Background: an optimization exercise with open tools, aiming at small area, a short achievable clock period and few clock cycles per item. Do not read the settings as production practice.
Only simulation tests tie the RTL to the original design; equivalence was not proved.
Power is estimated from default activity; no workload was simulated.

### flow/flow/run.sh
#!/bin/bash
# Standard ORFS layout (the standard.sh) with three changes:
#  - port buffers are buf_2 cells instead of the delay cell buffer_ports picks by default,
#  - the repairs may resize across cell footprints (MATCH_CELL_FOOTPRINT=0),
#  - the setup-repair margin is raised for the post-CTS and post-global-route repairs only.
# Synthesis is the standard one. Each step's output goes to a log file of its own here.
set -euo pipefail
MARGIN=${MARGIN:-4.0}
TNS=${TNS:-20}
BUF="BUFFER_PORTS_ARGS=-buffer_cell sky130_fd_sc_hd__buf_2"
bash standard.sh synth > flow_1_synth.log 2>&1
bash standard.sh MATCH_CELL_FOOTPRINT=0 "$BUF" floorplan place > flow_2_place.log 2>&1
bash standard.sh MATCH_CELL_FOOTPRINT=0 "$BUF" SETUP_SLACK_MARGIN=$MARGIN TNS_END_PERCENT=$TNS cts > flow_3_cts.log 2>&1
bash standard.sh MATCH_CELL_FOOTPRINT=0 "$BUF" SETUP_SLACK_MARGIN=$MARGIN TNS_END_PERCENT=$TNS finish > flow_4_route_finish.log 2>&1
### flow/standard.sh
#!/bin/bash
# synth_recipe.tcl (not shown) runs the flow's synth.tcl, then flattens the netlist and writes it again
# the make line also repeats each setting of config.mk as NAME=value (left out here)
make -C /OpenROAD-flow-scripts/flow DESIGN_CONFIG=/design/flow/config.mk WORK_HOME=/design/flow/orfs CLKGATE_MAP_FILE= SYNTH_SCRIPT=/design/flow/synth_recipe.tcl "${@:-finish}"
### flow/config.mk
export PLATFORM = sky130hd
export DESIGN_NAME = col_pe
export DESIGN_NICKNAME = col_pe
export VERILOG_FILES = /design/flow/design.v
export SDC_FILE = /design/flow/constraint.sdc
export NUM_CORES = 4
export LEC_CHECK = 0
export ABC_AREA = 1
export CAP_MARGIN = 20
export CORE_MARGIN = 2
export CORE_UTILIZATION = 45
export CTS_CLUSTER_DIAMETER = 100
export CTS_CLUSTER_SIZE = 25
export SLEW_MARGIN = 20
### flow/constraint.sdc
create_clock -name core_clock -period 6.5 [get_ports {i_clk}]
set_input_delay 1.3000 -clock core_clock [delete_from_list [all_inputs] [get_ports {i_clk}]]
set_output_delay 1.3000 -clock core_clock [all_outputs]
set_load 0.01 [all_outputs]
### flow/design.v
module col_pe (
  input  logic       i_clk,
  input  logic       i_rst,
  input  logic       i_vld,
  input  logic       i_eor,
  input  logic       i_eof,
  input  logic [7:0] i_data,
  output logic       o_rdy,
  input  logic       i_rdy,
  output logic       o_vld,
  output logic       o_eor,
  output logic       o_eof,
  output logic [7:0] o_data,
  output logic       o_err
);
  localparam int NCOL = 64;
  localparam int NROW = 6;
  localparam int QDEP = 4;    
  localparam int CAP  = QDEP + 1;
  logic [5:0]      col_q;
  logic [NCOL-1:0] csel_q;    
  logic [2:0]      rows_q;
  logic [6:0]      width_q;
  logic            err_q;
  logic            rdy_q;
  logic       accept_s, col63_s, row_end_s, forced_s, eof_s, mismatch_s, stream_s;
  logic [6:0] col_plus1_s;
  assign accept_s    = i_vld && rdy_q && !i_rst;
  assign col63_s     = (col_q == 6'd63);
  assign row_end_s   = i_eor || col63_s;
  assign forced_s    = !i_eor && col63_s;
  assign eof_s       = i_eor && i_eof;
  assign col_plus1_s = {1'b0, col_q} + 7'd1;
  assign mismatch_s  = (width_q != 7'd0) && (col_plus1_s != width_q);
  assign stream_s    = (rows_q == 3'd6);
  always_ff @(posedge i_clk) begin
    if (i_rst) begin
      col_q   <= '0;
      csel_q  <= NCOL'(1);
      rows_q  <= 3'd0;
      width_q <= '0;
      err_q   <= 1'b0;
    end else if (accept_s) begin
      if (row_end_s) begin
        col_q  <= '0;
        csel_q <= NCOL'(1);
        if (forced_s || mismatch_s) err_q <= 1'b1;
        if (eof_s) begin
          rows_q  <= 3'd0;
          width_q <= '0;
        end else begin
          if (rows_q != 3'd6) rows_q <= rows_q + 3'd1;
          if (width_q == '0) width_q <= col_plus1_s;
        end
      end else begin
        col_q  <= col_q + 6'd1;
        csel_q <= {csel_q[NCOL-2:0], 1'b0};
      end
    end
  end
  logic [7:0] lb_q [NROW][NCOL];
  logic [7:0] rd_s [NROW];
  always_ff @(posedge i_clk) begin
    for (int c = 0; c < NCOL; c++) begin
      if (accept_s && csel_q[c]) begin
        lb_q[0][c] <= i_data;
        for (int k = 1; k < NROW; k++) lb_q[k][c] <= lb_q[k-1][c];
      end
    end
  end
  always_comb begin
    for (int k = 0; k < NROW; k++) begin
      rd_s[k] = '0;
      for (int c = 0; c < NCOL; c++) rd_s[k] = rd_s[k] | (lb_q[k][c] & {8{csel_q[c]}});
    end
  end
  logic [7:0] b_d_q;
  logic [7:0] b_h_q [NROW];
  logic       b_res_q, b_eor_q, b_eof_q;
  always_ff @(posedge i_clk) begin
    b_d_q   <= i_data;
    for (int k = 0; k < NROW; k++) b_h_q[k] <= rd_s[k];
    b_res_q <= accept_s && stream_s;
    b_eor_q <= row_end_s;
    b_eof_q <= eof_s;
  end
  logic t1_s;
  logic t2_s;
  assign t1_s = b_d_q[2] ^ b_h_q[1][1] ^ b_h_q[1][2];
  assign t2_s = (b_d_q[2] & b_h_q[1][1]) | (b_d_q[2] & b_h_q[1][2]) | (b_h_q[1][1] & b_h_q[1][2]);
  logic t3_s;
  logic t4_s;
  assign t3_s = b_d_q[3] ^ b_h_q[1][2] ^ b_h_q[1][3];
  assign t4_s = (b_d_q[3] & b_h_q[1][2]) | (b_d_q[3] & b_h_q[1][3]) | (b_h_q[1][2] & b_h_q[1][3]);
  logic t5_s;
  logic t6_s;
  assign t5_s = b_h_q[3][1] ^ b_h_q[3][3] ^ b_h_q[5][0];
  assign t6_s = (b_h_q[3][1] & b_h_q[3][3]) | (b_h_q[3][1] & b_h_q[5][0]) | (b_h_q[3][3] & b_h_q[5][0]);
  logic t7_s;
  logic t8_s;
  assign t7_s = b_d_q[4] ^ b_h_q[1][3] ^ b_h_q[1][4];
  assign t8_s = (b_d_q[4] & b_h_q[1][3]) | (b_d_q[4] & b_h_q[1][4]) | (b_h_q[1][3] & b_h_q[1][4]);
  logic t9_s;
  logic t10_s;
  assign t9_s = b_h_q[3][2] ^ b_h_q[3][4] ^ b_h_q[5][1];
  assign t10_s = (b_h_q[3][2] & b_h_q[3][4]) | (b_h_q[3][2] & b_h_q[5][1]) | (b_h_q[3][4] & b_h_q[5][1]);
  logic t11_s;
  logic t12_s;
  assign t11_s = b_d_q[5] ^ b_h_q[1][4] ^ b_h_q[1][5];
  assign t12_s = (b_d_q[5] & b_h_q[1][4]) | (b_d_q[5] & b_h_q[1][5]) | (b_h_q[1][4] & b_h_q[1][5]);
  logic t13_s;
  logic t14_s;
  assign t13_s = b_h_q[3][3] ^ b_h_q[3][5] ^ b_h_q[5][2];
  assign t14_s = (b_h_q[3][3] & b_h_q[3][5]) | (b_h_q[3][3] & b_h_q[5][2]) | (b_h_q[3][5] & b_h_q[5][2]);
  logic t15_s;
  logic t16_s;
  assign t15_s = b_d_q[6] ^ b_h_q[1][5] ^ b_h_q[1][6];
  assign t16_s = (b_d_q[6] & b_h_q[1][5]) | (b_d_q[6] & b_h_q[1][6]) | (b_h_q[1][5] & b_h_q[1][6]);
  logic t17_s;
  logic t18_s;
  assign t17_s = b_h_q[3][4] ^ b_h_q[3][6] ^ b_h_q[5][3];
  assign t18_s = (b_h_q[3][4] & b_h_q[3][6]) | (b_h_q[3][4] & b_h_q[5][3]) | (b_h_q[3][6] & b_h_q[5][3]);
  logic t19_s;
  logic t20_s;
  assign t19_s = b_d_q[7] ^ b_h_q[1][6] ^ b_h_q[1][7];
  assign t20_s = (b_d_q[7] & b_h_q[1][6]) | (b_d_q[7] & b_h_q[1][7]) | (b_h_q[1][6] & b_h_q[1][7]);
  logic t21_s;
  logic t22_s;
  assign t21_s = b_h_q[3][5] ^ b_h_q[3][7] ^ b_h_q[5][4];
  assign t22_s = (b_h_q[3][5] & b_h_q[3][7]) | (b_h_q[3][5] & b_h_q[5][4]) | (b_h_q[3][7] & b_h_q[5][4]);
  logic t23_s;
  logic t24_s;
  assign t23_s = b_h_q[1][7] ^ b_h_q[3][6];
  assign t24_s = b_h_q[1][7] & b_h_q[3][6];
  logic t25_s;
  logic t26_s;
  assign t25_s = b_d_q[1] ^ b_h_q[1][0];
  assign t26_s = b_d_q[1] & b_h_q[1][0];
  logic t27_s;
  logic t28_s;
  assign t27_s = t1_s ^ b_h_q[3][0] ^ b_h_q[3][2];
  assign t28_s = (t1_s & b_h_q[3][0]) | (t1_s & b_h_q[3][2]) | (b_h_q[3][0] & b_h_q[3][2]);
  logic t29_s;
  logic t30_s;
  assign t29_s = ~b_h_q[5][2] ^ ~b_h_q[0][1] ^ ~b_h_q[2][0];
  assign t30_s = (~b_h_q[5][2] & ~b_h_q[0][1]) | (~b_h_q[5][2] & ~b_h_q[2][0]) | (~b_h_q[0][1] & ~b_h_q[2][0]);
  logic t31_s;
  logic t32_s;
  assign t31_s = t3_s ^ t5_s ^ ~b_h_q[5][3];
  assign t32_s = (t3_s & t5_s) | (t3_s & ~b_h_q[5][3]) | (t5_s & ~b_h_q[5][3]);
  logic t33_s;
  logic t34_s;
  assign t33_s = ~b_h_q[0][2] ^ ~b_h_q[2][1] ^ ~b_h_q[4][1];
  assign t34_s = (~b_h_q[0][2] & ~b_h_q[2][1]) | (~b_h_q[0][2] & ~b_h_q[4][1]) | (~b_h_q[2][1] & ~b_h_q[4][1]);
  logic t35_s;
  logic t36_s;
  assign t35_s = ~b_h_q[4][2] ^ 1'b1;
  assign t36_s = ~b_h_q[4][2] & 1'b1;
  logic t37_s;
  logic t38_s;
  assign t37_s = t7_s ^ t9_s ^ ~b_h_q[5][4];
  assign t38_s = (t7_s & t9_s) | (t7_s & ~b_h_q[5][4]) | (t9_s & ~b_h_q[5][4]);
  logic t39_s;
  logic t40_s;
  assign t39_s = ~b_h_q[0][3] ^ ~b_h_q[2][2] ^ ~b_h_q[4][2];
  assign t40_s = (~b_h_q[0][3] & ~b_h_q[2][2]) | (~b_h_q[0][3] & ~b_h_q[4][2]) | (~b_h_q[2][2] & ~b_h_q[4][2]);
  logic t41_s;
  logic t42_s;
  assign t41_s = ~b_h_q[4][3] ^ t4_s ^ t6_s;
  assign t42_s = (~b_h_q[4][3] & t4_s) | (~b_h_q[4][3] & t6_s) | (t4_s & t6_s);
  logic t43_s;
  logic t44_s;
  assign t43_s = t11_s ^ t13_s ^ ~b_h_q[5][5];
  assign t44_s = (t11_s & t13_s) | (t11_s & ~b_h_q[5][5]) | (t13_s & ~b_h_q[5][5]);
  logic t45_s;
  logic t46_s;
  assign t45_s = ~b_h_q[0][4] ^ ~b_h_q[2][3] ^ ~b_h_q[4][3];
  assign t46_s = (~b_h_q[0][4] & ~b_h_q[2][3]) | (~b_h_q[0][4] & ~b_h_q[4][3]) | (~b_h_q[2][3] & ~b_h_q[4][3]);
  logic t47_s;
  logic t48_s;
  assign t47_s = ~b_h_q[4][4] ^ t8_s ^ t10_s;
  assign t48_s = (~b_h_q[4][4] & t8_s) | (~b_h_q[4][4] & t10_s) | (t8_s & t10_s);
  logic t49_s;
  logic t50_s;
  assign t49_s = t15_s ^ t17_s ^ ~b_h_q[5][6];
  assign t50_s = (t15_s & t17_s) | (t15_s & ~b_h_q[5][6]) | (t17_s & ~b_h_q[5][6]);
  logic t51_s;
  logic t52_s;
  assign t51_s = ~b_h_q[0][5] ^ ~b_h_q[2][4] ^ ~b_h_q[4][4];
  assign t52_s = (~b_h_q[0][5] & ~b_h_q[2][4]) | (~b_h_q[0][5] & ~b_h_q[4][4]) | (~b_h_q[2][4] & ~b_h_q[4][4]);
  logic t53_s;
  logic t54_s;
  assign t53_s = ~b_h_q[4][5] ^ t12_s ^ t14_s;
  assign t54_s = (~b_h_q[4][5] & t12_s) | (~b_h_q[4][5] & t14_s) | (t12_s & t14_s);
  logic t55_s;
  logic t56_s;
  assign t55_s = t19_s ^ t21_s ^ ~b_h_q[5][7];
  assign t56_s = (t19_s & t21_s) | (t19_s & ~b_h_q[5][7]) | (t21_s & ~b_h_q[5][7]);
  logic t57_s;
  logic t58_s;
  assign t57_s = ~b_h_q[0][6] ^ ~b_h_q[2][5] ^ ~b_h_q[4][5];
  assign t58_s = (~b_h_q[0][6] & ~b_h_q[2][5]) | (~b_h_q[0][6] & ~b_h_q[4][5]) | (~b_h_q[2][5] & ~b_h_q[4][5]);
  logic t59_s;
  logic t60_s;
  assign t59_s = ~b_h_q[4][6] ^ t16_s ^ t18_s;
  assign t60_s = (~b_h_q[4][6] & t16_s) | (~b_h_q[4][6] & t18_s) | (t16_s & t18_s);
  logic t61_s;
  logic t62_s;
  assign t61_s = t23_s ^ b_h_q[5][5] ^ ~b_h_q[0][7];
  assign t62_s = (t23_s & b_h_q[5][5]) | (t23_s & ~b_h_q[0][7]) | (b_h_q[5][5] & ~b_h_q[0][7]);
  logic t63_s;
  logic t64_s;
  assign t63_s = ~b_h_q[2][6] ^ ~b_h_q[4][6] ^ ~b_h_q[4][7];
  assign t64_s = (~b_h_q[2][6] & ~b_h_q[4][6]) | (~b_h_q[2][6] & ~b_h_q[4][7]) | (~b_h_q[4][6] & ~b_h_q[4][7]);
  logic t65_s;
  logic t66_s;
  assign t65_s = 1'b1 ^ t20_s ^ t22_s;
  assign t66_s = (1'b1 & t20_s) | (1'b1 & t22_s) | (t20_s & t22_s);
  logic t67_s;
  logic t68_s;
  assign t67_s = b_h_q[3][7] ^ b_h_q[5][6] ^ ~b_h_q[2][7];
  assign t68_s = (b_h_q[3][7] & b_h_q[5][6]) | (b_h_q[3][7] & ~b_h_q[2][7]) | (b_h_q[5][6] & ~b_h_q[2][7]);
  logic t69_s;
  logic t70_s;
  assign t69_s = ~b_h_q[4][7] ^ 1'b1;
  assign t70_s = ~b_h_q[4][7] & 1'b1;
  logic t71_s;
  logic t72_s;
  assign t71_s = b_d_q[0] ^ b_h_q[1][0];
  assign t72_s = b_d_q[0] & b_h_q[1][0];
  logic t73_s;
  logic t74_s;
  assign t73_s = t25_s ^ b_h_q[1][1] ^ b_h_q[3][1];
  assign t74_s = (t25_s & b_h_q[1][1]) | (t25_s & b_h_q[3][1]) | (b_h_q[1][1] & b_h_q[3][1]);
  logic t75_s;
  logic t76_s;
  assign t75_s = ~b_h_q[5][1] ^ ~b_h_q[0][0];
  assign t76_s = ~b_h_q[5][1] & ~b_h_q[0][0];
  logic t77_s;
  logic t78_s;
  assign t77_s = t27_s ^ t29_s ^ ~b_h_q[4][0];
  assign t78_s = (t27_s & t29_s) | (t27_s & ~b_h_q[4][0]) | (t29_s & ~b_h_q[4][0]);
  logic t79_s;
  logic t80_s;
  assign t79_s = ~b_h_q[4][1] ^ 1'b1 ^ t26_s;
  assign t80_s = (~b_h_q[4][1] & 1'b1) | (~b_h_q[4][1] & t26_s) | (1'b1 & t26_s);
  logic t81_s;
  logic t82_s;
  assign t81_s = t31_s ^ t33_s ^ t35_s;
  assign t82_s = (t31_s & t33_s) | (t31_s & t35_s) | (t33_s & t35_s);
  logic t83_s;
  logic t84_s;
  assign t83_s = t2_s ^ t28_s ^ t30_s;
  assign t84_s = (t2_s & t28_s) | (t2_s & t30_s) | (t28_s & t30_s);
  logic t85_s;
  logic t86_s;
  assign t85_s = t37_s ^ t39_s ^ t41_s;
  assign t86_s = (t37_s & t39_s) | (t37_s & t41_s) | (t39_s & t41_s);
  logic t87_s;
  logic t88_s;
  assign t87_s = t32_s ^ t34_s ^ t36_s;
  assign t88_s = (t32_s & t34_s) | (t32_s & t36_s) | (t34_s & t36_s);
  logic t89_s;
  logic t90_s;
  assign t89_s = t43_s ^ t45_s ^ t47_s;
  assign t90_s = (t43_s & t45_s) | (t43_s & t47_s) | (t45_s & t47_s);
  logic t91_s;
  logic t92_s;
  assign t91_s = t38_s ^ t40_s ^ t42_s;
  assign t92_s = (t38_s & t40_s) | (t38_s & t42_s) | (t40_s & t42_s);
  logic t93_s;
  logic t94_s;
  assign t93_s = t49_s ^ t51_s ^ t53_s;
  assign t94_s = (t49_s & t51_s) | (t49_s & t53_s) | (t51_s & t53_s);
  logic t95_s;
  logic t96_s;
  assign t95_s = t44_s ^ t46_s ^ t48_s;
  assign t96_s = (t44_s & t46_s) | (t44_s & t48_s) | (t46_s & t48_s);
  logic t97_s;
  logic t98_s;
  assign t97_s = t55_s ^ t57_s ^ t59_s;
  assign t98_s = (t55_s & t57_s) | (t55_s & t59_s) | (t57_s & t59_s);
  logic t99_s;
  logic t100_s;
  assign t99_s = t50_s ^ t52_s ^ t54_s;
  assign t100_s = (t50_s & t52_s) | (t50_s & t54_s) | (t52_s & t54_s);
  logic t101_s;
  logic t102_s;
  assign t101_s = t61_s ^ t63_s ^ t65_s;
  assign t102_s = (t61_s & t63_s) | (t61_s & t65_s) | (t63_s & t65_s);
  logic t103_s;
  logic t104_s;
  assign t103_s = t56_s ^ t58_s ^ t60_s;
  assign t104_s = (t56_s & t58_s) | (t56_s & t60_s) | (t58_s & t60_s);
  logic t105_s;
  logic t106_s;
  assign t105_s = t67_s ^ t69_s ^ t24_s;
  assign t106_s = (t67_s & t69_s) | (t67_s & t24_s) | (t69_s & t24_s);
  logic t107_s;
  logic t108_s;
  assign t107_s = t62_s ^ t64_s ^ t66_s;
  assign t108_s = (t62_s & t64_s) | (t62_s & t66_s) | (t64_s & t66_s);
  logic t109_s;
  logic t110_s;
  assign t109_s = b_h_q[5][7] ^ t68_s;
  assign t110_s = b_h_q[5][7] & t68_s;
  logic c_x0_0_q;
  logic c_x0_1_q;
  logic c_x0_2_q;
  logic c_x1_0_q;
  logic c_x1_1_q;
  logic c_x1_2_q;
  logic c_x1_3_q;
  logic c_x2_0_q;
  logic c_x2_1_q;
  logic c_x2_2_q;
  logic c_x2_3_q;
  logic c_x3_0_q;
  logic c_x3_1_q;
  logic c_x3_2_q;
  logic c_x3_3_q;
  logic c_x4_0_q;
  logic c_x4_1_q;
  logic c_x4_2_q;
  logic c_x4_3_q;
  logic c_x5_0_q;
  logic c_x5_1_q;
  logic c_x5_2_q;
  logic c_x5_3_q;
  logic c_x6_0_q;
  logic c_x6_1_q;
  logic c_x6_2_q;
  logic c_x6_3_q;
  logic c_x7_0_q;
  logic c_x7_1_q;
  logic c_x7_2_q;
  logic c_x7_3_q;
  logic c_x8_0_q;
  logic c_x8_1_q;
  logic c_x8_2_q;
  logic c_x8_3_q;
  logic c_x9_0_q;
  logic c_x9_1_q;
  logic c_x9_2_q;
  logic c_x9_3_q;
  logic c_x10_0_q;
  logic c_x10_1_q;
  logic c_x10_2_q;
  logic c_x10_3_q;
  logic c_x11_0_q;
  always_ff @(posedge i_clk) begin
    c_x0_0_q <= t71_s;
    c_x0_1_q <= b_h_q[3][0];
    c_x0_2_q <= ~b_h_q[5][0];
    c_x1_0_q <= t73_s;
    c_x1_1_q <= t75_s;
    c_x1_2_q <= ~b_h_q[4][0];
    c_x1_3_q <= t72_s;
    c_x2_0_q <= t77_s;
    c_x2_1_q <= t79_s;
    c_x2_2_q <= t74_s;
    c_x2_3_q <= t76_s;
    c_x3_0_q <= t81_s;
    c_x3_1_q <= t83_s;
    c_x3_2_q <= t78_s;
    c_x3_3_q <= t80_s;
    c_x4_0_q <= t85_s;
    c_x4_1_q <= t87_s;
    c_x4_2_q <= t82_s;
    c_x4_3_q <= t84_s;
    c_x5_0_q <= t89_s;
    c_x5_1_q <= t91_s;
    c_x5_2_q <= t86_s;
    c_x5_3_q <= t88_s;
    c_x6_0_q <= t93_s;
    c_x6_1_q <= t95_s;
    c_x6_2_q <= t90_s;
    c_x6_3_q <= t92_s;
    c_x7_0_q <= t97_s;
    c_x7_1_q <= t99_s;
    c_x7_2_q <= t94_s;
    c_x7_3_q <= t96_s;
    c_x8_0_q <= t101_s;
    c_x8_1_q <= t103_s;
    c_x8_2_q <= t98_s;
    c_x8_3_q <= t100_s;
    c_x9_0_q <= t105_s;
    c_x9_1_q <= t107_s;
    c_x9_2_q <= t102_s;
    c_x9_3_q <= t104_s;
    c_x10_0_q <= t109_s;
    c_x10_1_q <= t70_s;
    c_x10_2_q <= t106_s;
    c_x10_3_q <= t108_s;
    c_x11_0_q <= t110_s;
  end
  logic t111_s;
  logic t112_s;
  assign t111_s = c_x0_0_q ^ c_x0_1_q;
  assign t112_s = c_x0_0_q & c_x0_1_q;
  logic t113_s;
  logic t114_s;
  assign t113_s = c_x1_0_q ^ c_x1_1_q ^ c_x1_2_q;
  assign t114_s = (c_x1_0_q & c_x1_1_q) | (c_x1_0_q & c_x1_2_q) | (c_x1_1_q & c_x1_2_q);
  logic t115_s;
  logic t116_s;
  assign t115_s = c_x2_0_q ^ c_x2_1_q ^ c_x2_2_q;
  assign t116_s = (c_x2_0_q & c_x2_1_q) | (c_x2_0_q & c_x2_2_q) | (c_x2_1_q & c_x2_2_q);
  logic t117_s;
  logic t118_s;
  assign t117_s = c_x3_0_q ^ c_x3_1_q ^ c_x3_2_q;
  assign t118_s = (c_x3_0_q & c_x3_1_q) | (c_x3_0_q & c_x3_2_q) | (c_x3_1_q & c_x3_2_q);
  logic t119_s;
  logic t120_s;
  assign t119_s = c_x4_0_q ^ c_x4_1_q ^ c_x4_2_q;
  assign t120_s = (c_x4_0_q & c_x4_1_q) | (c_x4_0_q & c_x4_2_q) | (c_x4_1_q & c_x4_2_q);
  logic t121_s;
  logic t122_s;
  assign t121_s = c_x5_0_q ^ c_x5_1_q ^ c_x5_2_q;
  assign t122_s = (c_x5_0_q & c_x5_1_q) | (c_x5_0_q & c_x5_2_q) | (c_x5_1_q & c_x5_2_q);
  logic t123_s;
  logic t124_s;
  assign t123_s = c_x6_0_q ^ c_x6_1_q ^ c_x6_2_q;
  assign t124_s = (c_x6_0_q & c_x6_1_q) | (c_x6_0_q & c_x6_2_q) | (c_x6_1_q & c_x6_2_q);
  logic t125_s;
  logic t126_s;
  assign t125_s = c_x7_0_q ^ c_x7_1_q ^ c_x7_2_q;
  assign t126_s = (c_x7_0_q & c_x7_1_q) | (c_x7_0_q & c_x7_2_q) | (c_x7_1_q & c_x7_2_q);
  logic t127_s;
  logic t128_s;
  assign t127_s = c_x8_0_q ^ c_x8_1_q ^ c_x8_2_q;
  assign t128_s = (c_x8_0_q & c_x8_1_q) | (c_x8_0_q & c_x8_2_q) | (c_x8_1_q & c_x8_2_q);
  logic t129_s;
  logic t130_s;
  assign t129_s = c_x9_0_q ^ c_x9_1_q ^ c_x9_2_q;
  assign t130_s = (c_x9_0_q & c_x9_1_q) | (c_x9_0_q & c_x9_2_q) | (c_x9_1_q & c_x9_2_q);
  logic t131_s;
  logic t132_s;
  assign t131_s = c_x10_0_q ^ c_x10_1_q ^ c_x10_2_q;
  assign t132_s = (c_x10_0_q & c_x10_1_q) | (c_x10_0_q & c_x10_2_q) | (c_x10_1_q & c_x10_2_q);
  logic t133_s;
  logic t134_s;
  assign t133_s = t111_s ^ c_x0_2_q;
  assign t134_s = t111_s & c_x0_2_q;
  logic t135_s;
  logic t136_s;
  assign t135_s = t113_s ^ c_x1_3_q ^ t112_s;
  assign t136_s = (t113_s & c_x1_3_q) | (t113_s & t112_s) | (c_x1_3_q & t112_s);
  logic t137_s;
  logic t138_s;
  assign t137_s = t115_s ^ c_x2_3_q ^ t114_s;
  assign t138_s = (t115_s & c_x2_3_q) | (t115_s & t114_s) | (c_x2_3_q & t114_s);
  logic t139_s;
  logic t140_s;
  assign t139_s = t117_s ^ c_x3_3_q ^ t116_s;
  assign t140_s = (t117_s & c_x3_3_q) | (t117_s & t116_s) | (c_x3_3_q & t116_s);
  logic t141_s;
  logic t142_s;
  assign t141_s = t119_s ^ c_x4_3_q ^ t118_s;
  assign t142_s = (t119_s & c_x4_3_q) | (t119_s & t118_s) | (c_x4_3_q & t118_s);
  logic t143_s;
  logic t144_s;
  assign t143_s = t121_s ^ c_x5_3_q ^ t120_s;
  assign t144_s = (t121_s & c_x5_3_q) | (t121_s & t120_s) | (c_x5_3_q & t120_s);
  logic t145_s;
  logic t146_s;
  assign t145_s = t123_s ^ c_x6_3_q ^ t122_s;
  assign t146_s = (t123_s & c_x6_3_q) | (t123_s & t122_s) | (c_x6_3_q & t122_s);
  logic t147_s;
  logic t148_s;
  assign t147_s = t125_s ^ c_x7_3_q ^ t124_s;
  assign t148_s = (t125_s & c_x7_3_q) | (t125_s & t124_s) | (c_x7_3_q & t124_s);
  logic t149_s;
  logic t150_s;
  assign t149_s = t127_s ^ c_x8_3_q ^ t126_s;
  assign t150_s = (t127_s & c_x8_3_q) | (t127_s & t126_s) | (c_x8_3_q & t126_s);
  logic t151_s;
  logic t152_s;
  assign t151_s = t129_s ^ c_x9_3_q ^ t128_s;
  assign t152_s = (t129_s & c_x9_3_q) | (t129_s & t128_s) | (c_x9_3_q & t128_s);
  logic t153_s;
  logic t154_s;
  assign t153_s = t131_s ^ c_x10_3_q ^ t130_s;
  assign t154_s = (t131_s & c_x10_3_q) | (t131_s & t130_s) | (c_x10_3_q & t130_s);
  logic t155_s;
  logic t156_s;
  assign t155_s = c_x11_0_q ^ t132_s;
  assign t156_s = c_x11_0_q & t132_s;
  logic d_x0_0_q;
  logic d_x1_0_q;
  logic d_x1_1_q;
  logic d_x2_0_q;
  logic d_x2_1_q;
  logic d_x3_0_q;
  logic d_x3_1_q;
  logic d_x4_0_q;
  logic d_x4_1_q;
  logic d_x5_0_q;
  logic d_x5_1_q;
  logic d_x6_0_q;
  logic d_x6_1_q;
  logic d_x7_0_q;
  logic d_x7_1_q;
  logic d_x8_0_q;
  logic d_x8_1_q;
  logic d_x9_0_q;
  logic d_x9_1_q;
  logic d_x10_0_q;
  logic d_x10_1_q;
  logic d_x11_0_q;
  logic d_x11_1_q;
  logic d_x12_1_q;
  always_ff @(posedge i_clk) begin
    d_x0_0_q <= t133_s;
    d_x1_0_q <= t135_s;
    d_x1_1_q <= t134_s;
    d_x2_0_q <= t137_s;
    d_x2_1_q <= t136_s;
    d_x3_0_q <= t139_s;
    d_x3_1_q <= t138_s;
    d_x4_0_q <= t141_s;
    d_x4_1_q <= t140_s;
    d_x5_0_q <= t143_s;
    d_x5_1_q <= t142_s;
    d_x6_0_q <= t145_s;
    d_x6_1_q <= t144_s;
    d_x7_0_q <= t147_s;
    d_x7_1_q <= t146_s;
    d_x8_0_q <= t149_s;
    d_x8_1_q <= t148_s;
    d_x9_0_q <= t151_s;
    d_x9_1_q <= t150_s;
    d_x10_0_q <= t153_s;
    d_x10_1_q <= t152_s;
    d_x11_0_q <= t155_s;
    d_x11_1_q <= t154_s;
    d_x12_1_q <= t156_s;
  end
  logic [12:0] pa_s, pb_s, pg_s, pp_s, pc_s;
  assign pa_s[0] = d_x0_0_q;
  assign pb_s[0] = 1'b1;
  assign pa_s[1] = d_x1_0_q;
  assign pb_s[1] = d_x1_1_q;
  assign pa_s[2] = d_x2_0_q;
  assign pb_s[2] = d_x2_1_q;
  assign pa_s[3] = d_x3_0_q;
  assign pb_s[3] = d_x3_1_q;
  assign pa_s[4] = d_x4_0_q;
  assign pb_s[4] = d_x4_1_q;
  assign pa_s[5] = d_x5_0_q;
  assign pb_s[5] = d_x5_1_q;
  assign pa_s[6] = d_x6_0_q;
  assign pb_s[6] = d_x6_1_q;
  assign pa_s[7] = d_x7_0_q;
  assign pb_s[7] = d_x7_1_q;
  assign pa_s[8] = d_x8_0_q;
  assign pb_s[8] = d_x8_1_q;
  assign pa_s[9] = d_x9_0_q;
  assign pb_s[9] = d_x9_1_q;
  assign pa_s[10] = d_x10_0_q;
  assign pb_s[10] = d_x10_1_q;
  assign pa_s[11] = d_x11_0_q;
  assign pb_s[11] = d_x11_1_q;
  assign pa_s[12] = 1'b1;
  assign pb_s[12] = d_x12_1_q;
  assign pg_s = pa_s & pb_s;
  assign pp_s = pa_s ^ pb_s;
  logic sk0_g1_s, sk0_p1_s;
  assign sk0_g1_s = pg_s[1] | (pp_s[1] & pg_s[0]);
  assign sk0_p1_s = pp_s[1] & pp_s[0];
  logic sk0_g3_s, sk0_p3_s;
  assign sk0_g3_s = pg_s[3] | (pp_s[3] & pg_s[2]);
  assign sk0_p3_s = pp_s[3] & pp_s[2];
  logic sk0_g5_s, sk0_p5_s;
  assign sk0_g5_s = pg_s[5] | (pp_s[5] & pg_s[4]);
  assign sk0_p5_s = pp_s[5] & pp_s[4];
  logic sk0_g7_s, sk0_p7_s;
  assign sk0_g7_s = pg_s[7] | (pp_s[7] & pg_s[6]);
  assign sk0_p7_s = pp_s[7] & pp_s[6];
  logic sk0_g9_s, sk0_p9_s;
  assign sk0_g9_s = pg_s[9] | (pp_s[9] & pg_s[8]);
  assign sk0_p9_s = pp_s[9] & pp_s[8];
  logic sk0_g11_s, sk0_p11_s;
  assign sk0_g11_s = pg_s[11] | (pp_s[11] & pg_s[10]);
  assign sk0_p11_s = pp_s[11] & pp_s[10];
  logic sk1_g2_s, sk1_p2_s;
  assign sk1_g2_s = pg_s[2] | (pp_s[2] & sk0_g1_s);
  assign sk1_p2_s = pp_s[2] & sk0_p1_s;
  logic sk1_g3_s, sk1_p3_s;
  assign sk1_g3_s = sk0_g3_s | (sk0_p3_s & sk0_g1_s);
  assign sk1_p3_s = sk0_p3_s & sk0_p1_s;
  logic sk1_g6_s, sk1_p6_s;
  assign sk1_g6_s = pg_s[6] | (pp_s[6] & sk0_g5_s);
  assign sk1_p6_s = pp_s[6] & sk0_p5_s;
  logic sk1_g7_s, sk1_p7_s;
  assign sk1_g7_s = sk0_g7_s | (sk0_p7_s & sk0_g5_s);
  assign sk1_p7_s = sk0_p7_s & sk0_p5_s;
  logic sk1_g10_s, sk1_p10_s;
  assign sk1_g10_s = pg_s[10] | (pp_s[10] & sk0_g9_s);
  assign sk1_p10_s = pp_s[10] & sk0_p9_s;
  logic sk1_g11_s, sk1_p11_s;
  assign sk1_g11_s = sk0_g11_s | (sk0_p11_s & sk0_g9_s);
  assign sk1_p11_s = sk0_p11_s & sk0_p9_s;
  logic sk2_g4_s, sk2_p4_s;
  assign sk2_g4_s = pg_s[4] | (pp_s[4] & sk1_g3_s);
  assign sk2_p4_s = pp_s[4] & sk1_p3_s;
  logic sk2_g5_s, sk2_p5_s;
  assign sk2_g5_s = sk0_g5_s | (sk0_p5_s & sk1_g3_s);
  assign sk2_p5_s = sk0_p5_s & sk1_p3_s;
  logic sk2_g6_s, sk2_p6_s;
  assign sk2_g6_s = sk1_g6_s | (sk1_p6_s & sk1_g3_s);
  assign sk2_p6_s = sk1_p6_s & sk1_p3_s;
  logic sk2_g7_s, sk2_p7_s;
  assign sk2_g7_s = sk1_g7_s | (sk1_p7_s & sk1_g3_s);
  assign sk2_p7_s = sk1_p7_s & sk1_p3_s;
  logic sk2_g12_s, sk2_p12_s;
  assign sk2_g12_s = pg_s[12] | (pp_s[12] & sk1_g11_s);
  assign sk2_p12_s = pp_s[12] & sk1_p11_s;
  logic sk3_g8_s, sk3_p8_s;
  assign sk3_g8_s = pg_s[8] | (pp_s[8] & sk2_g7_s);
  assign sk3_p8_s = pp_s[8] & sk2_p7_s;
  logic sk3_g9_s, sk3_p9_s;
  assign sk3_g9_s = sk0_g9_s | (sk0_p9_s & sk2_g7_s);
  assign sk3_p9_s = sk0_p9_s & sk2_p7_s;
  logic sk3_g10_s, sk3_p10_s;
  assign sk3_g10_s = sk1_g10_s | (sk1_p10_s & sk2_g7_s);
  assign sk3_p10_s = sk1_p10_s & sk2_p7_s;
  logic sk3_g11_s, sk3_p11_s;
  assign sk3_g11_s = sk1_g11_s | (sk1_p11_s & sk2_g7_s);
  assign sk3_p11_s = sk1_p11_s & sk2_p7_s;
  logic sk3_g12_s, sk3_p12_s;
  assign sk3_g12_s = sk2_g12_s | (sk2_p12_s & sk2_g7_s);
  assign sk3_p12_s = sk2_p12_s & sk2_p7_s;
  logic [12:0] sum_s;
  assign sum_s[0] = pp_s[0];
  assign sum_s[1] = pp_s[1] ^ pg_s[0];
  assign sum_s[2] = pp_s[2] ^ sk0_g1_s;
  assign sum_s[3] = pp_s[3] ^ sk1_g2_s;
  assign sum_s[4] = pp_s[4] ^ sk1_g3_s;
  assign sum_s[5] = pp_s[5] ^ sk2_g4_s;
  assign sum_s[6] = pp_s[6] ^ sk2_g5_s;
  assign sum_s[7] = pp_s[7] ^ sk2_g6_s;
  assign sum_s[8] = pp_s[8] ^ sk2_g7_s;
  assign sum_s[9] = pp_s[9] ^ sk3_g8_s;
  assign sum_s[10] = pp_s[10] ^ sk3_g9_s;
  assign sum_s[11] = pp_s[11] ^ sk3_g10_s;
  assign sum_s[12] = pp_s[12] ^ sk3_g11_s;
  logic c_res_q, c_eor_q, c_eof_q;
  logic d_res_q, d_eor_q, d_eof_q;
  always_ff @(posedge i_clk) begin
    c_res_q <= b_res_q && !i_rst;
    c_eor_q <= b_eor_q;
    c_eof_q <= b_eof_q;
    d_res_q <= c_res_q && !i_rst;
    d_eor_q <= c_eor_q;
    d_eof_q <= c_eof_q;
  end
  logic [7:0] clamp_s;
  always_comb begin
    if (sum_s[12])              clamp_s = 8'd0;
    else if (sum_s[11:10] != 0) clamp_s = 8'd255;
    else                        clamp_s = sum_s[9:2];
  end
  logic [9:0] in_s;
  logic       in_vld_s, pop_s, out_free_s;
  logic [9:0] out_q;
  logic       out_vld_q;
  logic [9:0] q_mem [QDEP];
  logic [1:0] q_rd_q, q_wr_q;
  logic [2:0] q_cnt_q;
  logic [2:0] cnt_q;      
  logic [2:0] cnt_s;
  logic [1:0] q_rd_inc_s, q_wr_inc_s;
  assign in_s       = {clamp_s, d_eor_q, d_eof_q};
  assign in_vld_s   = d_res_q;
  assign pop_s      = out_vld_q && i_rdy;
  assign out_free_s = !out_vld_q || i_rdy;
  assign q_rd_inc_s = (q_rd_q == 2'(QDEP - 1)) ? 2'd0 : q_rd_q + 2'd1;
  assign q_wr_inc_s = (q_wr_q == 2'(QDEP - 1)) ? 2'd0 : q_wr_q + 2'd1;
  always_ff @(posedge i_clk) begin
    if (i_rst) begin
      out_vld_q <= 1'b0;
      q_rd_q    <= '0;
      q_wr_q    <= '0;
      q_cnt_q   <= '0;
    end else if (out_free_s) begin
      if (q_cnt_q != 0) begin
        out_vld_q <= 1'b1;
        q_rd_q    <= q_rd_inc_s;
        if (in_vld_s) q_wr_q <= q_wr_inc_s;
        else          q_cnt_q <= q_cnt_q - 3'd1;
      end else begin
        out_vld_q <= in_vld_s;
      end
    end else if (in_vld_s) begin
      q_wr_q  <= q_wr_inc_s;
      q_cnt_q <= q_cnt_q + 3'd1;
    end
  end
  always_ff @(posedge i_clk) begin
    if (out_free_s) out_q <= (q_cnt_q != 0) ? q_mem[q_rd_q] : in_s;
  end
  always_ff @(posedge i_clk) begin
    for (int e = 0; e < QDEP; e++) begin
      if (in_vld_s && (q_cnt_q != 0 || !out_free_s) && q_wr_q == 2'(e)) q_mem[e] <= in_s;
    end
  end
  always_comb begin
    cnt_s = cnt_q;
    if (accept_s && stream_s) cnt_s = cnt_s + 3'd1;
    if (pop_s)                cnt_s = cnt_s - 3'd1;
  end
  always_ff @(posedge i_clk) begin
    if (i_rst) begin
      cnt_q <= '0;
      rdy_q <= 1'b1;
    end else begin
      cnt_q <= cnt_s;
      rdy_q <= (cnt_s < 3'(CAP));
    end
  end
  assign o_rdy  = rdy_q;
  assign o_vld  = out_vld_q;
  assign o_data = out_q[9:2];
  assign o_eor  = out_q[1];
  assign o_eof  = out_q[0];
  assign o_err  = err_q;
endmodule
==> insert_results.sql <==
INSERT INTO impl_metrics (metric_group, metric, value, unit) VALUES
('critical_path', 'endpoint_kind', 'flip-flop', ''),
('synthesis', 'ys_async_sr_fraction', '0', ''),
('timing', 'report.final.setup_viol', '0', ''),
('power_and_ir_drop', 'power_per_cell_area', '282', 'nW/um^2'),
('floorplanning', 'die_h', '526', 'um'),
('synthesis', 'syn-num-nets', '8512', ''),
('critical_path', 'worst_r2r_endpoint', 'b_h_q[5][7]', ''),
('global_route', 'grt_pass1_wl', '733000', 'um'),
('clocking', 'h-tree-depth', '4', ''),
('critical_path', 'critPathBufInv', '2', ''),
('critical_path', 'rr_worst_depth', '7', ''),
('critical_path', 'worstReg2RegStart', 'csel_q[47]', ''),
('critical_path', 'gate_family_responsible_for_the_most_delay_along_the_worst_path', 'simple AND/OR/NAND/NOR gates', ''),
('global_route', 'global_route.usage.total', '0.409', ''),
('synthesis', 'synth_edf_count', '3122', ''),
('synthesis', 'synthCells', '8394', ''),
('critical_path', 'critical_path_class', 'flip-flop to flip-flop', ''),
('critical_path', 'worstPathCellList', 'buf_4 -> buf_4 -> nand2_1 -> nand4_1 -> nor2_1 -> nand4_1 -> or2_1', ''),
('critical_path', 'critical_path.max_stage_delay', '0.78', 'ns'),
('power_and_ir_drop', 'irDropWorstVdd', '0.303', 'mV'),
('timing', 'final_min_period_over_clock_period', '0.475', ''),
('clocking', 'cts_buffer_depth', '3', ''),
('clocking', 'clk_latency', '0.90', 'ns'),
('floorplanning', 'floorplan.initialDensity', '0.452', ''),
('timing', 'final_period_minus_worst_setup_slack', '3.09', 'ns'),
('clocking', 'cts.root.buffer_cell', 'clkbuf_16', ''),
('global_route', 'grt_pass1_vias', '72900', ''),
('synthesis', 'post_synth_num_cell_types', '50', ''),
('final_layout', 'finish.utilization', '0.500', ''),
('floorplanning', 'die-area', '277000', 'um^2'),
('run_status', 'result_of_the_run', 'finished clean', ''),
('routing', 'route.final.wire_length', '588000', 'um'),
('clocking', 'tritoncts', 'yes', ''),
('critical_path', 'worst-path-max-fanout', '27', ''),
('floorplanning', 'chipWidth', '526', 'um'),
('global_route', 'grt_max_degree', '66', ''),
('power_and_ir_drop', 'static_leakage', '43.2', 'nW'),
('power_and_ir_drop', 'switching_power', '0.00904', 'W'),
('final_layout', 'nFillCells', '23300', ''),
('routing', 'via_per_inst', '6.63', ''),
('final_layout', 'drive_above_1_share', '0.0884', ''),
('synthesis', 'syn-mean-instance-area', '14.6', 'um^2'),
('clocking', 'number_of_buffers_created_by_cts', '155', ''),
('place', 'dp.final_hpwl', '415000', 'um'),
('timing', 'max_slew_violations', '0', ''),
('routing', 'number_of_detailed_routing_iterations_run_before_antenna_repair', '8', ''),
('timing', 'final-hold-violation-count', '0', ''),
('synthesis', 'synth_seq_cells', '3348', ''),
('final_layout', 'final_nets', '8699', ''),
('critical_path', 'critPathSlowestCell', 'dfxtp_4', ''),
('floorplanning', 'top_level_ports', '27', ''),
('routing', 'post-route-drc-count', '0', ''),
('timing', 'relSlewSlack', '0.0875', ''),
('floorplanning', 'fp.coreArea', '271000', 'um^2'),
('final_layout', 'final_cell_mix', 'edfxtp_1 (3122), nand2_1 (2808), nand4_1 (696)', ''),
('global_route', 'grt-ovfl-total', '0', ''),
('synthesis', 'ys_dominant_reg_cell', 'edfxtp_1', ''),
('synthesis', 'synth-warning-count', '5', ''),
('critical_path', 'cp-startpoint', 'csel_q[47]', ''),
('power_and_ir_drop', 'pwr-share-seq', '0.627', ''),
('clocking', 'clk_pin_slew', '0.10', 'ns'),
('global_route', 'antenna_found_initial', '69', ''),
('critical_path', 'crit_cells', '7', ''),
('synthesis', 'synth.yosys.seq_area_share', '0.801', ''),
('power_and_ir_drop', 'pwr-share-clk', '0.311', ''),
('power_and_ir_drop', 'switching_share', '0.237', ''),
('timing', 'setup-tns-final', '0', 'ns'),
('timing', 'timing.fmax', '324', 'MHz'),
('final_layout', 'mostFrequentLayoutCell', 'edfxtp_1', ''),
('critical_path', 'timing.critical_path.from_type', 'flip-flop', ''),
('routing', 'postRouteAntennaNets', '0', '');
[layer usage]
layer	wire [um]	track usage
met3	86000	0.131
met4	40600	0.211
met5	270	0
met2	247000	0.588
met1	215000	0.557
[kinds of logic after synthesis]
| group | after synthesis | synth area share |
|---|---|---|
| simple gates | 4020 | 0.143 |
| flops | 3348 | 0.801 |
| buf+inv | 551 | 0.0180 |
| compound gates | 357 | 0.0216 |
| fa+ha+maj | 104 | 0.0149 |
| xor+xnor | 12 | 0.000857 |
| mux | 2 | 0.000163 |
[cells in the mapped netlist, types with 77 or more instances]
library cell | instances | area (um^2)
buf_1 | 79 | 297
nand2_1 | 2825 | 10600
edfxtp_1 | 3122 | 93700
nor3_1 | 102 | 510
clkbuf_1 | 184 | 691
inv_1 | 193 | 724
dfxtp_1 | 226 | 4520
nor4_1 | 100 | 626
a22o_1 | 202 | 1770
nor2_1 | 168 | 631
o21ai_0 | 77 | 385
nand4_1 | 696 | 4350
buf_2 | 86 | 430
[power groups by stage]
stage               registers, W  logic, W  clock network (W)
floorplan                 0.0244   0.00146                  0
global placement          0.0244   0.00226                  0
detailed placement        0.0244   0.00230                  0
CTS                       0.0240   0.00234             0.0118
global route              0.0240   0.00266             0.0125
finish                    0.0240   0.00237             0.0119
[worst min-delay path by stage]
stage | start | endpoint | depth (start not counted)
2_1_floorplan | b_eof_q | c_eof_q | 0
3_3_place_gp | c_eor_q | d_eor_q | 0
3_5_place_dp | b_eor_q | c_eor_q | 0
4_1_cts | b_eor_q | c_eor_q | 0
5_1_grt | b_eor_q | c_eor_q | 0
6_report | b_eor_q | c_eor_q | 0
[what timing repair did]
action / 4_1_cts / 5_1_grt
cloned: 16 / 5
endpoints found under the hold margin: 0 / 0
pin swaps: 28 / 32
setup endpoints to repair: 2743 / 2312
gates resized for setup: 48 / 120
hold buffers: 0 / 0
setup buffers: 35 / 86
[sequential cells by signal, summed over array words and instances, names as in the netlist, 2 cells and up]
| signal | cells |
|---|---|
| cnt_q | 3 |
| width_q | 7 |
| rows_q | 3 |
| csel_q | 64 |
| b_h_q | 48 |
| out_q | 10 |
| q_cnt_q | 3 |
| b_d_q | 8 |
| lb_q | 3072 |
| col_q | 6 |
| q_wr_q | 2 |
| q_rd_q | 2 |
| q_mem | 40 |
[area by class of cell]
cell class	instances	area, um^2	area share
timing repair inverter	1	11.3	0.0000831
clock buffer	254	4360	0.0321
antenna	50	125	0.000923
tap	3570	4470	0.0329
sequential	3348	98500	0.727
inverter	200	779	0.00575
clock inverter	26	305	0.00225
timing repair buffer	366	4090	0.0301
multi-input combinational	4509	22900	0.169
[metrics by stage]
stage / setup WS, ns / instances / total power (W) / instance area [um^2] / hold slack (ns)
final: 3.41 / 12300 / 0.0382 / 136000 / 0.327
after global routing: 3.52 / 12300 / 0.0392 / 136000 / 0.349
after CTS: 3.52 / 12200 / 0.0381 / 134000 / 0.332
after detailed placement: 2.00 / 11900 / 0.0268 / 129000 / 0.314
after global placement: 2.01 / 11800 / 0.0267 / 128000 / 0.317
after floorplan: 2.05 / 8394 / 0.0258 / 123000 / 0.310
Testbench counts, summed over its fixed seeds: cycles 16,735, items 10,151.

[separate check: timing with driven ports]
Ports are ideal in the flow. The routed layout listed here was re-timed in OpenROAD. Step 1 assumes that a clkbuf_16 drives the clock port and a buf_2 every other input. Step 2, shift: input delay + t, output delay - t, t = (earliest + latest rising clock arrival at the registers) / 2. This alone moves slack from input paths to output paths. Three values: ideal, step 1, step 2; two values: the first two.
t, ns: 0.997
setup slack, ns: 3.415 / 3.415 / 2.766
worst register clock-pin slew, ns: 0.12 / 0.12
worst slew at a driven data input, ns: 0.08
After both steps setup and hold are still met in this run. The setup slack of this run moves by 0.000 ns with the drivers and by -0.649 ns with both steps.
